This design comes from an exercise in tuning for small area and few clock cycles on the open sky130 flow, not from production work. The RTL was checked by simulation tests, not by an equivalence proof against the original design. Power is estimated from default activity; no workload was simulated.

==> v31 <==
==> flow/design.v <==
package ips_pkg;
  localparam int CFG_W       = 24;
  localparam int NUM_CFG     = 8;
  localparam int CFG_IDX_W   = 3;
  localparam int IN_TDATA_W  = 40;
  localparam int IN_TUSER_W  = 2;
  localparam int OUT_TDATA_W = 8;
  typedef logic [CFG_W-1:0]     cfg_word_t;
  typedef logic [CFG_IDX_W-1:0] cfg_idx_t;
  localparam cfg_idx_t CFG_IGNITION_STABLE = 3'd0;
  localparam cfg_idx_t CFG_CRANK_GRACE     = 3'd1;
  localparam cfg_idx_t CFG_BUS_IDLE_SLEEP  = 3'd2;
  localparam cfg_idx_t CFG_SCREEN_ON_DELAY = 3'd3;
  localparam cfg_idx_t CFG_IGNITION_LOSS   = 3'd4;
  localparam cfg_idx_t CFG_SHUTDOWN_PULSE  = 3'd5;
  localparam cfg_idx_t CFG_SHUTDOWN_GAP    = 3'd6;
  localparam cfg_idx_t CFG_POWERDOWN_WAIT  = 3'd7;
  localparam logic [NUM_CFG*CFG_W-1:0] CFG_RESET = {
    24'd20000, 24'd500, 24'd500, 24'd2000,
    24'd2000, 24'd30000, 24'd3000, 24'd500
  };
  typedef enum logic [2:0] {
    MODE_WAIT    = 3'd0,
    MODE_RUN     = 3'd1,
    MODE_PULSE1  = 3'd2,
    MODE_GAP1    = 3'd3,
    MODE_PULSE2  = 3'd4,
    MODE_GAP2    = 3'd5,
    MODE_PDOWN   = 3'd6,
    MODE_SLEEP   = 3'd7
  } ips_mode_t;
  typedef enum logic [1:0] {
    OP_TICK     = 2'd0,
    OP_IGNITION = 2'd1,
    OP_BUS      = 2'd2,
    OP_RESET    = 2'd3
  } ips_op_t;
  typedef struct packed {
    ips_op_t     opcode;
    logic        ignition_on;
    logic        keep_dcdc_on;
    logic [31:0] now_ms;
  } ips_item_t;
  typedef struct packed {
    logic      dcdc_relay;
    logic      shutdown_relay;
    logic      screen_visible;
    ips_mode_t mode;
  } ips_result_t;
endpackage
import ips_pkg::*;
module ips_fsm #(
  parameter int IGNITION_GAP_RESET_MS = 1000,
  parameter int TIME_BITS             = 32
) (
  input  logic               clk,
  input  logic               rst,
  input  logic               step,
  input  ips_pkg::ips_item_t item,
  input  logic [ips_pkg::NUM_CFG-1:0][ips_pkg::CFG_W-1:0] cfg,
  output ips_pkg::ips_result_t result
);
  localparam int LO_W = (TIME_BITS < CFG_W) ? TIME_BITS : CFG_W;
  localparam logic [CFG_W-1:0] GAP_LIM = IGNITION_GAP_RESET_MS + 1;
  ips_pkg::ips_mode_t mode, mode_next;
  logic [TIME_BITS-1:0] ts_a, ts_b, ts_l;
  logic b_zero, b_zero_next;
  logic l_zero;
  logic a_wr, b_wr, b_clr, l_wr;
  logic on_pend, on_pend_next;
  logic off_pend, off_pend_next;
  logic dcdc, dcdc_next;
  logic scr_pend, scr_pend_next;
  function automatic logic elapsed(logic [TIME_BITS-1:0] nnow_v,
                                   logic [TIME_BITS-1:0] t,
                                   logic [CFG_W-1:0] d);
    logic c;
    logic cb;
    logic y;
    logic eq_hi;
    logic wrap_hi;
    c  = 1'b0;
    cb = 1'b0;
    for (int i = 0; i < LO_W; i++) begin
      y  = nnow_v[i] ^ t[i] ^ c;
      c  = (nnow_v[i] & t[i]) | (nnow_v[i] & c) | (t[i] & c);
      cb = (y & d[i]) | (y & cb) | (d[i] & cb);
    end
    for (int i = LO_W; i < CFG_W; i++) cb = cb | d[i];
    eq_hi   = 1'b1;
    wrap_hi = 1'b1;
    for (int i = LO_W; i < TIME_BITS; i++) begin
      eq_hi = eq_hi & (nnow_v[i] ^ t[i]);
      if (i == LO_W) wrap_hi = wrap_hi & !(nnow_v[i] ^ t[i]);
      else           wrap_hi = wrap_hi & ((nnow_v[i] ^ t[i]) ^ (nnow_v[i-1] & t[i-1]));
    end
    elapsed = !cb | !(c ? wrap_hi : eq_hi);
  endfunction
  logic [TIME_BITS-1:0] now_t, nnow;
  logic                 now_zero;
  logic                 sel_l;
  logic [TIME_BITS-1:0] op2;
  logic [CFG_W-1:0]     lim_a, lim_2;
  logic                 el_a, el_g, el_2;
  logic                 op2_unset;
  assign now_t = item.now_ms;
  assign nnow  = ~item.now_ms;
  assign now_zero = (now_t == '0);
  assign sel_l     = (mode == MODE_WAIT) && !on_pend;
  assign op2       = sel_l ? ts_l : ts_b;
  assign op2_unset = sel_l ? l_zero : b_zero;
  logic m_wait, m_run, m_pulse, m_gap;
  assign m_wait  = (mode == MODE_WAIT);
  assign m_run   = (mode == MODE_RUN);
  assign m_pulse = (mode == MODE_PULSE1) || (mode == MODE_PULSE2);
  assign m_gap   = (mode == MODE_GAP1) || (mode == MODE_GAP2);
  assign lim_a = ({CFG_W{m_wait}}  & cfg[CFG_IGNITION_STABLE])
                | ({CFG_W{m_run}}   & cfg[CFG_SCREEN_ON_DELAY])
                | ({CFG_W{m_pulse}} & cfg[CFG_SHUTDOWN_PULSE])
                | ({CFG_W{m_gap}}   & cfg[CFG_SHUTDOWN_GAP]);
  assign lim_2 = ({CFG_W{m_wait && on_pend}}  & GAP_LIM)
                | ({CFG_W{m_wait && !on_pend}} & cfg[CFG_BUS_IDLE_SLEEP])
                | ({CFG_W{m_run}}              & cfg[CFG_IGNITION_LOSS])
                | ({CFG_W{!m_wait && !m_run}}  & cfg[CFG_POWERDOWN_WAIT]);
  assign el_a = elapsed(nnow, ts_a, lim_a);
  assign el_g = elapsed(nnow, ts_a, cfg[CFG_CRANK_GRACE]);
  assign el_2 = elapsed(nnow, op2, lim_2);
  always_comb begin
    logic grace;
    logic gap;
    logic loss;
    mode_next     = mode;
    a_wr          = 1'b0;
    b_wr          = 1'b0;
    l_wr          = 1'b0;
    b_clr         = 1'b0;
    on_pend_next  = on_pend;
    off_pend_next = off_pend;
    dcdc_next     = dcdc;
    scr_pend_next = scr_pend;
    grace = !el_g;
    gap   = !op2_unset && el_2;
    loss  = op2_unset ? (cfg[CFG_IGNITION_LOSS] == '0) : el_2;
    case (item.opcode)
      OP_TICK: begin
        case (mode)
          MODE_WAIT: begin
            if (!on_pend) begin
              if (!off_pend && !op2_unset && el_2) begin
                mode_next  = MODE_SLEEP;
                dcdc_next  = 1'b1;
                l_wr       = 1'b1;
              end
            end else if (gap) begin
              on_pend_next  = 1'b0;
            end else if (el_a) begin
              mode_next     = MODE_RUN;
              dcdc_next     = 1'b1;
              a_wr          = 1'b1;
              b_clr         = 1'b1;
              scr_pend_next = 1'b1;
              on_pend_next  = 1'b0;
              off_pend_next = 1'b0;
            end
          end
          MODE_RUN: begin
            if (scr_pend && el_a) begin
              scr_pend_next = 1'b0;
              if (off_pend && op2_unset && !grace) b_wr = 1'b1;
            end else if (!scr_pend && off_pend && !grace) begin
              if (op2_unset) b_wr = 1'b1;
              if (loss) begin
                mode_next  = MODE_PULSE1;
                a_wr       = 1'b1;
                b_wr       = 1'b1;
              end
            end
          end
          MODE_PULSE1: if (el_a) begin mode_next = MODE_GAP1;   a_wr = 1'b1; end
          MODE_GAP1:   if (el_a) begin mode_next = MODE_PULSE2; a_wr = 1'b1; end
          MODE_PULSE2: if (el_a) begin mode_next = MODE_GAP2;   a_wr = 1'b1; end
          MODE_GAP2:   if (el_a) begin mode_next = MODE_PDOWN;                end
          MODE_PDOWN: begin
            if (el_2) begin
              mode_next     = MODE_WAIT;
              dcdc_next     = 1'b0;
              on_pend_next  = 1'b0;
              off_pend_next = 1'b0;
              l_wr          = 1'b1;
            end
          end
          default: begin
          end
        endcase
      end
      OP_IGNITION: begin
        if (item.ignition_on) begin
          off_pend_next = 1'b0;
          case (mode)
            MODE_WAIT: begin
              if (!on_pend || op2_unset || el_2) begin
                on_pend_next = 1'b1;
                a_wr         = 1'b1;
              end
              b_wr = 1'b1;
            end
            MODE_RUN: begin
              b_clr = 1'b1;
            end
            default: begin
              mode_next    = MODE_WAIT;
              dcdc_next    = 1'b1;
              on_pend_next = 1'b1;
              a_wr         = 1'b1;
              b_wr         = 1'b1;
            end
          endcase
        end else begin
          on_pend_next  = 1'b0;
          off_pend_next = 1'b1;
          if (mode == MODE_RUN && !scr_pend && op2_unset) b_wr = 1'b1;
        end
      end
      OP_BUS: begin
        l_wr = 1'b1;
      end
      default: begin
        mode_next     = MODE_WAIT;
        dcdc_next     = item.keep_dcdc_on || (mode != MODE_PDOWN);
        scr_pend_next = 1'b0;
        on_pend_next  = 1'b0;
        off_pend_next = 1'b0;
        l_wr          = 1'b1;
      end
    endcase
  end
  assign b_zero_next = b_wr ? now_zero : (b_clr || b_zero);
  always_ff @(posedge clk) begin
    if (step && a_wr) ts_a <= now_t;
    if (step && b_wr) ts_b <= now_t;
    if (step && l_wr) ts_l <= now_t;
  end
  always_ff @(posedge clk) begin
    if (rst) begin
      mode     <= MODE_WAIT;
      b_zero   <= 1'b1;
      l_zero   <= 1'b1;
      on_pend  <= 1'b0;
      off_pend <= 1'b0;
      dcdc     <= 1'b0;
      scr_pend <= 1'b0;
    end else if (step) begin
      mode     <= mode_next;
      b_zero   <= b_zero_next;
      if (l_wr) l_zero <= now_zero;
      on_pend  <= on_pend_next;
      off_pend <= off_pend_next;
      dcdc     <= dcdc_next;
      scr_pend <= scr_pend_next;
    end
  end
  assign result.dcdc_relay     = dcdc;
  assign result.shutdown_relay = (mode == MODE_PULSE1) || (mode == MODE_PULSE2);
  assign result.screen_visible = (mode == MODE_RUN) && !scr_pend;
  assign result.mode           = mode;
endmodule
import ips_pkg::*;
module ignition_power_supervisor #(
  parameter int IGNITION_GAP_RESET_MS = 1000,
  parameter int TIME_BITS             = 32
) (
  input  logic                             clk,
  input  logic                             rst,
  input  logic                             s_tvalid,
  output logic                             s_tready,
  input  logic [ips_pkg::IN_TDATA_W-1:0]   s_tdata,    
  input  logic [ips_pkg::IN_TUSER_W-1:0]   s_tuser,    
  output logic                             m_tvalid,
  input  logic                             m_tready,
  output logic [ips_pkg::OUT_TDATA_W-1:0]  m_tdata,    
  input  logic                             cfg_valid,
  output logic                             cfg_ready,
  input  ips_pkg::cfg_idx_t                cfg_index,
  input  ips_pkg::cfg_word_t               cfg_data
);
  logic [ips_pkg::NUM_CFG-1:0][ips_pkg::CFG_W-1:0] cfg;
  ips_pkg::ips_item_t   in_item;
  ips_pkg::ips_result_t res;
  logic        out_valid;
  logic        accept;
  assign cfg_ready = 1'b1;
  logic [ips_pkg::CFG_W-1:0] cfg_d0, cfg_d1;
  assign cfg_d0 = cfg_data & {ips_pkg::CFG_W{!rst}};
  assign cfg_d1 = cfg_data | {ips_pkg::CFG_W{rst}};
  for (genvar i = 0; i < NUM_CFG; i++) begin : g_cfg
    logic                      cfg_we;
    logic [ips_pkg::CFG_W-1:0] cfg_rv;
    assign cfg_we = rst || (cfg_valid && cfg_index == i);
    assign cfg_rv = CFG_RESET[i*CFG_W +: CFG_W];
    always_ff @(posedge clk) begin
      if (cfg_we) begin
        for (int b = 0; b < CFG_W; b++) begin
          cfg[i][b] <= cfg_rv[b] ? cfg_d1[b] : cfg_d0[b];
        end
      end
    end
  end
  assign s_tready = !out_valid || m_tready;
  assign accept   = s_tvalid && s_tready;
  assign in_item.opcode       = ips_pkg::ips_op_t'(s_tuser);
  assign in_item.ignition_on  = s_tdata[0];
  assign in_item.keep_dcdc_on = s_tdata[1];
  assign in_item.now_ms       = s_tdata[33:2];
  ips_fsm #(
    .IGNITION_GAP_RESET_MS (IGNITION_GAP_RESET_MS),
    .TIME_BITS             (TIME_BITS)
  ) u_fsm (
    .clk    (clk),
    .rst    (rst),
    .step   (accept),
    .item   (in_item),
    .cfg    (cfg),
    .result (res)
  );
  always_ff @(posedge clk) begin
    if (rst) begin
      out_valid <= 1'b0;
    end else if (accept) begin
      out_valid <= 1'b1;
    end else if (m_tready) begin
      out_valid <= 1'b0;
    end
  end
  assign m_tvalid = out_valid;
  assign m_tdata  = {2'b00, res.mode, res.screen_visible,
                     res.shutdown_relay, res.dcdc_relay};
endmodule
==> flow/flow/run.sh <==
#!/bin/bash
# The standard layout (standard.sh) with three changes:
#  - synthesis maps the logic with flow/abc_area.script (an area-recovering
#    ABC mapping) in place of ORFS's area script; everything else in the
#    synthesis, registers included, is synth_recipe.tcl unchanged;
#  - the port buffers use the smallest buffer cell (repair_design still
#    upsizes any that need it);
#  - clock tree synthesis clusters the flip-flops under clkbuf_4 leaf
#    buffers without dummy balancing loads.
# Each tool logs to orfs/logs as usual; make's output goes to flow_make.log.
set -euo pipefail
HERE=$(pwd)
cat > "$HERE/synth_wrap.tcl" <<EOT
proc abc {args} {
  set i [lsearch \$args -script]
  if { \$i >= 0 } { lset args [expr {\$i + 1}] $HERE/flow/abc_area.script }
  yosys abc {*}\$args
}
source $HERE/synth_recipe.tcl
EOT
sed "s#SYNTH_SCRIPT=[^ ]*#SYNTH_SCRIPT=$HERE/synth_wrap.tcl#" standard.sh > standard_wrap.sh
grep -q "SYNTH_SCRIPT=$HERE/synth_wrap.tcl" standard_wrap.sh
export BUFFER_PORTS_ARGS="-buffer_cell sky130_fd_sc_hd__buf_1"
export CTS_ARGS="-sink_clustering_enable -repair_clock_nets -dont_use_dummy_load -sink_clustering_size 10 -sink_clustering_max_diameter 50 -buf_list sky130_fd_sc_hd__clkbuf_4"
bash standard_wrap.sh > flow_make.log 2>&1
==> flow/flow/abc_area.script <==
&get -n
&st
&dch
&nf -R 1000
&put
topo
==> flow/standard.sh <==
#!/bin/bash
# synth_recipe.tcl (not shown) runs the flow's synth.tcl, then flattens the netlist and writes it again
# the make line also repeats each setting of config.mk as NAME=value (left out here)
make -C /OpenROAD-flow-scripts/flow DESIGN_CONFIG=/design/flow/config.mk WORK_HOME=/design/flow/orfs CLKGATE_MAP_FILE= SYNTH_SCRIPT=/design/flow/synth_recipe.tcl "${@:-finish}"
==> flow/config.mk <==
export PLATFORM = sky130hd
export DESIGN_NAME = ignition_power_supervisor
export DESIGN_NICKNAME = ignition_power_supervisor
export VERILOG_FILES = /design/flow/design.v
export SDC_FILE = /design/flow/constraint.sdc
export NUM_CORES = 4
export LEC_CHECK = 0
export ABC_AREA = 1
export CAP_MARGIN = 20
export CORE_MARGIN = 2
export CORE_UTILIZATION = 65
export GPL_ROUTABILITY_DRIVEN = 0
export SLEW_MARGIN = 20
==> flow/constraint.sdc <==
create_clock -name core_clock -period 15.0 [get_ports {clk}]
set_input_delay 3.0000 -clock core_clock [delete_from_list [all_inputs] [get_ports {clk}]]
set_output_delay 3.0000 -clock core_clock [all_outputs]
set_load 0.01 [all_outputs]
==> v12 (differences from v31) <==
--- a/flow/design.v
+++ b/flow/design.v
@@ -58,5 +58,5 @@
   input  logic               step,
   input  ips_pkg::ips_item_t item,
-  input  logic [ips_pkg::NUM_CFG-1:0][ips_pkg::CFG_W-1:0] cfg,
+  input  logic [ips_pkg::NUM_CFG-1:0][ips_pkg::CFG_W-1:0] ncfg,   
   output ips_pkg::ips_result_t result
 );
@@ -64,5 +64,5 @@
   localparam logic [CFG_W-1:0] GAP_LIM = IGNITION_GAP_RESET_MS + 1;
   ips_pkg::ips_mode_t mode, mode_next;
-  logic [TIME_BITS-1:0] ts_a, ts_b, ts_l;
+  logic [TIME_BITS-1:0] nts_a, nts_b, nts_l;
   logic b_zero, b_zero_next;
   logic l_zero;
@@ -72,34 +72,34 @@
   logic dcdc, dcdc_next;
   logic scr_pend, scr_pend_next;
-  function automatic logic elapsed(logic [TIME_BITS-1:0] nnow_v,
-                                   logic [TIME_BITS-1:0] t,
-                                   logic [CFG_W-1:0] d);
+  function automatic logic elapsed(logic [TIME_BITS-1:0] now_v,
+                                   logic [TIME_BITS-1:0] nt,
+                                   logic [CFG_W-1:0] nd);
     logic c;
-    logic cb;
-    logic y;
+    logic cc;
+    logic x;
     logic eq_hi;
     logic wrap_hi;
-    c  = 1'b0;
-    cb = 1'b0;
+    c  = 1'b1;
+    cc = 1'b1;
     for (int i = 0; i < LO_W; i++) begin
-      y  = nnow_v[i] ^ t[i] ^ c;
-      c  = (nnow_v[i] & t[i]) | (nnow_v[i] & c) | (t[i] & c);
-      cb = (y & d[i]) | (y & cb) | (d[i] & cb);
+      x  = now_v[i] ^ nt[i] ^ c;
+      c  = (now_v[i] & nt[i]) | (now_v[i] & c) | (nt[i] & c);
+      cc = (x & nd[i]) | (x & cc) | (nd[i] & cc);
     end
-    for (int i = LO_W; i < CFG_W; i++) cb = cb | d[i];
+    for (int i = LO_W; i < CFG_W; i++) cc = cc & nd[i];
     eq_hi   = 1'b1;
     wrap_hi = 1'b1;
     for (int i = LO_W; i < TIME_BITS; i++) begin
-      eq_hi = eq_hi & (nnow_v[i] ^ t[i]);
-      if (i == LO_W) wrap_hi = wrap_hi & !(nnow_v[i] ^ t[i]);
-      else           wrap_hi = wrap_hi & ((nnow_v[i] ^ t[i]) ^ (nnow_v[i-1] & t[i-1]));
+      eq_hi = eq_hi & (now_v[i] ^ nt[i]);
+      if (i == LO_W) wrap_hi = wrap_hi & !(now_v[i] ^ nt[i]);
+      else           wrap_hi = wrap_hi & !(now_v[i] ^ nt[i] ^ (now_v[i-1] | nt[i-1]));
     end
-    elapsed = !cb | !(c ? wrap_hi : eq_hi);
+    elapsed = cc | !(c ? eq_hi : wrap_hi);
   endfunction
   logic [TIME_BITS-1:0] now_t, nnow;
   logic                 now_zero;
   logic                 sel_l;
-  logic [TIME_BITS-1:0] op2;
-  logic [CFG_W-1:0]     lim_a, lim_2;
+  logic [TIME_BITS-1:0] nop2;
+  logic [CFG_W-1:0]     nlim_a, nlim_2;
   logic                 el_a, el_g, el_2;
   logic                 op2_unset;
@@ -108,22 +108,24 @@
   assign now_zero = (now_t == '0);
   assign sel_l     = (mode == MODE_WAIT) && !on_pend;
-  assign op2       = sel_l ? ts_l : ts_b;
+  assign nop2      = sel_l ? nts_l : nts_b;
   assign op2_unset = sel_l ? l_zero : b_zero;
-  logic m_wait, m_run, m_pulse, m_gap;
-  assign m_wait  = (mode == MODE_WAIT);
-  assign m_run   = (mode == MODE_RUN);
-  assign m_pulse = (mode == MODE_PULSE1) || (mode == MODE_PULSE2);
-  assign m_gap   = (mode == MODE_GAP1) || (mode == MODE_GAP2);
-  assign lim_a = ({CFG_W{m_wait}}  & cfg[CFG_IGNITION_STABLE])
-                | ({CFG_W{m_run}}   & cfg[CFG_SCREEN_ON_DELAY])
-                | ({CFG_W{m_pulse}} & cfg[CFG_SHUTDOWN_PULSE])
-                | ({CFG_W{m_gap}}   & cfg[CFG_SHUTDOWN_GAP]);
-  assign lim_2 = ({CFG_W{m_wait && on_pend}}  & GAP_LIM)
-                | ({CFG_W{m_wait && !on_pend}} & cfg[CFG_BUS_IDLE_SLEEP])
-                | ({CFG_W{m_run}}              & cfg[CFG_IGNITION_LOSS])
-                | ({CFG_W{!m_wait && !m_run}}  & cfg[CFG_POWERDOWN_WAIT]);
-  assign el_a = elapsed(nnow, ts_a, lim_a);
-  assign el_g = elapsed(nnow, ts_a, cfg[CFG_CRANK_GRACE]);
-  assign el_2 = elapsed(nnow, op2, lim_2);
+  always_comb begin
+    case (mode)
+      MODE_WAIT:                nlim_a = ncfg[CFG_IGNITION_STABLE];
+      MODE_PULSE1, MODE_PULSE2: nlim_a = ncfg[CFG_SHUTDOWN_PULSE];
+      MODE_GAP1, MODE_GAP2:     nlim_a = ncfg[CFG_SHUTDOWN_GAP];
+      default:                  nlim_a = ncfg[CFG_SCREEN_ON_DELAY];
+    endcase
+  end
+  always_comb begin
+    case (mode)
+      MODE_WAIT: nlim_2 = sel_l ? ncfg[CFG_BUS_IDLE_SLEEP] : ~GAP_LIM;
+      MODE_RUN:  nlim_2 = ncfg[CFG_IGNITION_LOSS];
+      default:   nlim_2 = ncfg[CFG_POWERDOWN_WAIT];
+    endcase
+  end
+  assign el_a = elapsed(now_t, nts_a, nlim_a);
+  assign el_g = elapsed(now_t, nts_a, ncfg[CFG_CRANK_GRACE]);
+  assign el_2 = elapsed(now_t, nop2, nlim_2);
   always_comb begin
     logic grace;
@@ -141,5 +143,5 @@
     grace = !el_g;
     gap   = !op2_unset && el_2;
-    loss  = op2_unset ? (cfg[CFG_IGNITION_LOSS] == '0) : el_2;
+    loss  = op2_unset ? (&ncfg[CFG_IGNITION_LOSS]) : el_2;
     case (item.opcode)
       OP_TICK: begin
@@ -237,7 +239,7 @@
   assign b_zero_next = b_wr ? now_zero : (b_clr || b_zero);
   always_ff @(posedge clk) begin
-    if (step && a_wr) ts_a <= now_t;
-    if (step && b_wr) ts_b <= now_t;
-    if (step && l_wr) ts_l <= now_t;
+    if (step && a_wr) nts_a <= nnow;
+    if (step && b_wr) nts_b <= nnow;
+    if (step && l_wr) nts_l <= nnow;
   end
   always_ff @(posedge clk) begin
@@ -284,5 +286,5 @@
   input  ips_pkg::cfg_word_t               cfg_data
 );
-  logic [ips_pkg::NUM_CFG-1:0][ips_pkg::CFG_W-1:0] cfg;
+  logic [ips_pkg::NUM_CFG-1:0][ips_pkg::CFG_W-1:0] ncfg;
   ips_pkg::ips_item_t   in_item;
   ips_pkg::ips_result_t res;
@@ -291,6 +293,6 @@
   assign cfg_ready = 1'b1;
   logic [ips_pkg::CFG_W-1:0] cfg_d0, cfg_d1;
-  assign cfg_d0 = cfg_data & {ips_pkg::CFG_W{!rst}};
-  assign cfg_d1 = cfg_data | {ips_pkg::CFG_W{rst}};
+  assign cfg_d0 = ~cfg_data & {ips_pkg::CFG_W{!rst}};
+  assign cfg_d1 = ~cfg_data | {ips_pkg::CFG_W{rst}};
   for (genvar i = 0; i < NUM_CFG; i++) begin : g_cfg
     logic                      cfg_we;
@@ -301,5 +303,5 @@
       if (cfg_we) begin
         for (int b = 0; b < CFG_W; b++) begin
-          cfg[i][b] <= cfg_rv[b] ? cfg_d1[b] : cfg_d0[b];
+          ncfg[i][b] <= cfg_rv[b] ? cfg_d0[b] : cfg_d1[b];
         end
       end
@@ -320,5 +322,5 @@
     .step   (accept),
     .item   (in_item),
-    .cfg    (cfg),
+    .ncfg   (ncfg),
     .result (res)
   );
==> flow/flow/run.sh (replaced) <==
#!/bin/bash
# Standard layout with two changes: the port buffers use the smallest
# buffer cell (repair_design still upsizes any that need it), and clock tree
# synthesis clusters the flip-flops into larger groups under clkbuf_8
# without dummy balancing loads. Each tool's output is logged under orfs/logs;
# the make run's output goes to flow_make.log here.
set -euo pipefail
export BUFFER_PORTS_ARGS="-buffer_cell sky130_fd_sc_hd__buf_1"
export CTS_ARGS="-sink_clustering_enable -repair_clock_nets -dont_use_dummy_load -sink_clustering_size 10 -sink_clustering_max_diameter 50 -buf_list sky130_fd_sc_hd__clkbuf_4"
bash standard.sh > flow_make.log 2>&1
CORE_UTILIZATION = 50   (was 65)
GPL_ROUTABILITY_DRIVEN = not set   (was 0)
removed: flow/flow/abc_area.script
==> v26 (differences from v31) <==
CORE_UTILIZATION = 55   (was 65)
GPL_ROUTABILITY_DRIVEN = not set   (was 0)
==> v2 (differences from v31) <==
GPL_ROUTABILITY_DRIVEN = not set   (was 0)
==> summary of the runs <==
- Utilization: v2 is higher than v12 (17 points).
- Combinational power is about the same in v31 and v2.
- v31 went through all stages and came out clean. v26 completed without violations. v12 ran to the end with no violations. v2 went through all stages and came out clean.
- Routed wire length: v12 is higher than v26 (6.8%).
- Sequential power is about the same in v12 and v26.
- Against v12, the total power of v31 is lower by 6.6%.
Testbench counts of v31, summed over its fixed seeds: cycles 36,016.
Testbench counts of v12, summed over its fixed seeds: cycles 36,016.
Testbench counts of v26, summed over its fixed seeds: cycles 36,016.
Testbench counts of v2, summed over its fixed seeds: cycles 36,016.

-- re-timing with driven ports --
Ports are ideal in the flow. The routed layouts listed here were re-timed in OpenROAD. Step 1, drivers: a clkbuf_16 drives clk and a buf_2 each remaining input, both assumed. Step 2 also shifts input and output timing later by t, the mid clock arrival at the registers, as if the neighbouring blocks saw the same clock. a / b / c = ideal / step 1 / step 2; a / b = the first two.
run | t, ns | setup WS [ns] | latest minus earliest clock arrival (ns) | worst register clock-pin slew, ns
v31 | 0.666 | 0.574 / 0.587 / -0.079 | 0.073 / 0.073 | 0.11 / 0.11
v12 | 0.665 | 0.546 / 0.566 / -0.099 | 0.080 / 0.080 | 0.11 / 0.11
v26 | 0.667 | 0.588 / 0.603 / -0.064 | 0.083 / 0.083 | 0.11 / 0.11
v2 | 0.666 | 0.574 / 0.587 / -0.079 | 0.073 / 0.073 | 0.11 / 0.11
Met with ideal ports but missed after step 2: setup timing in every run listed.
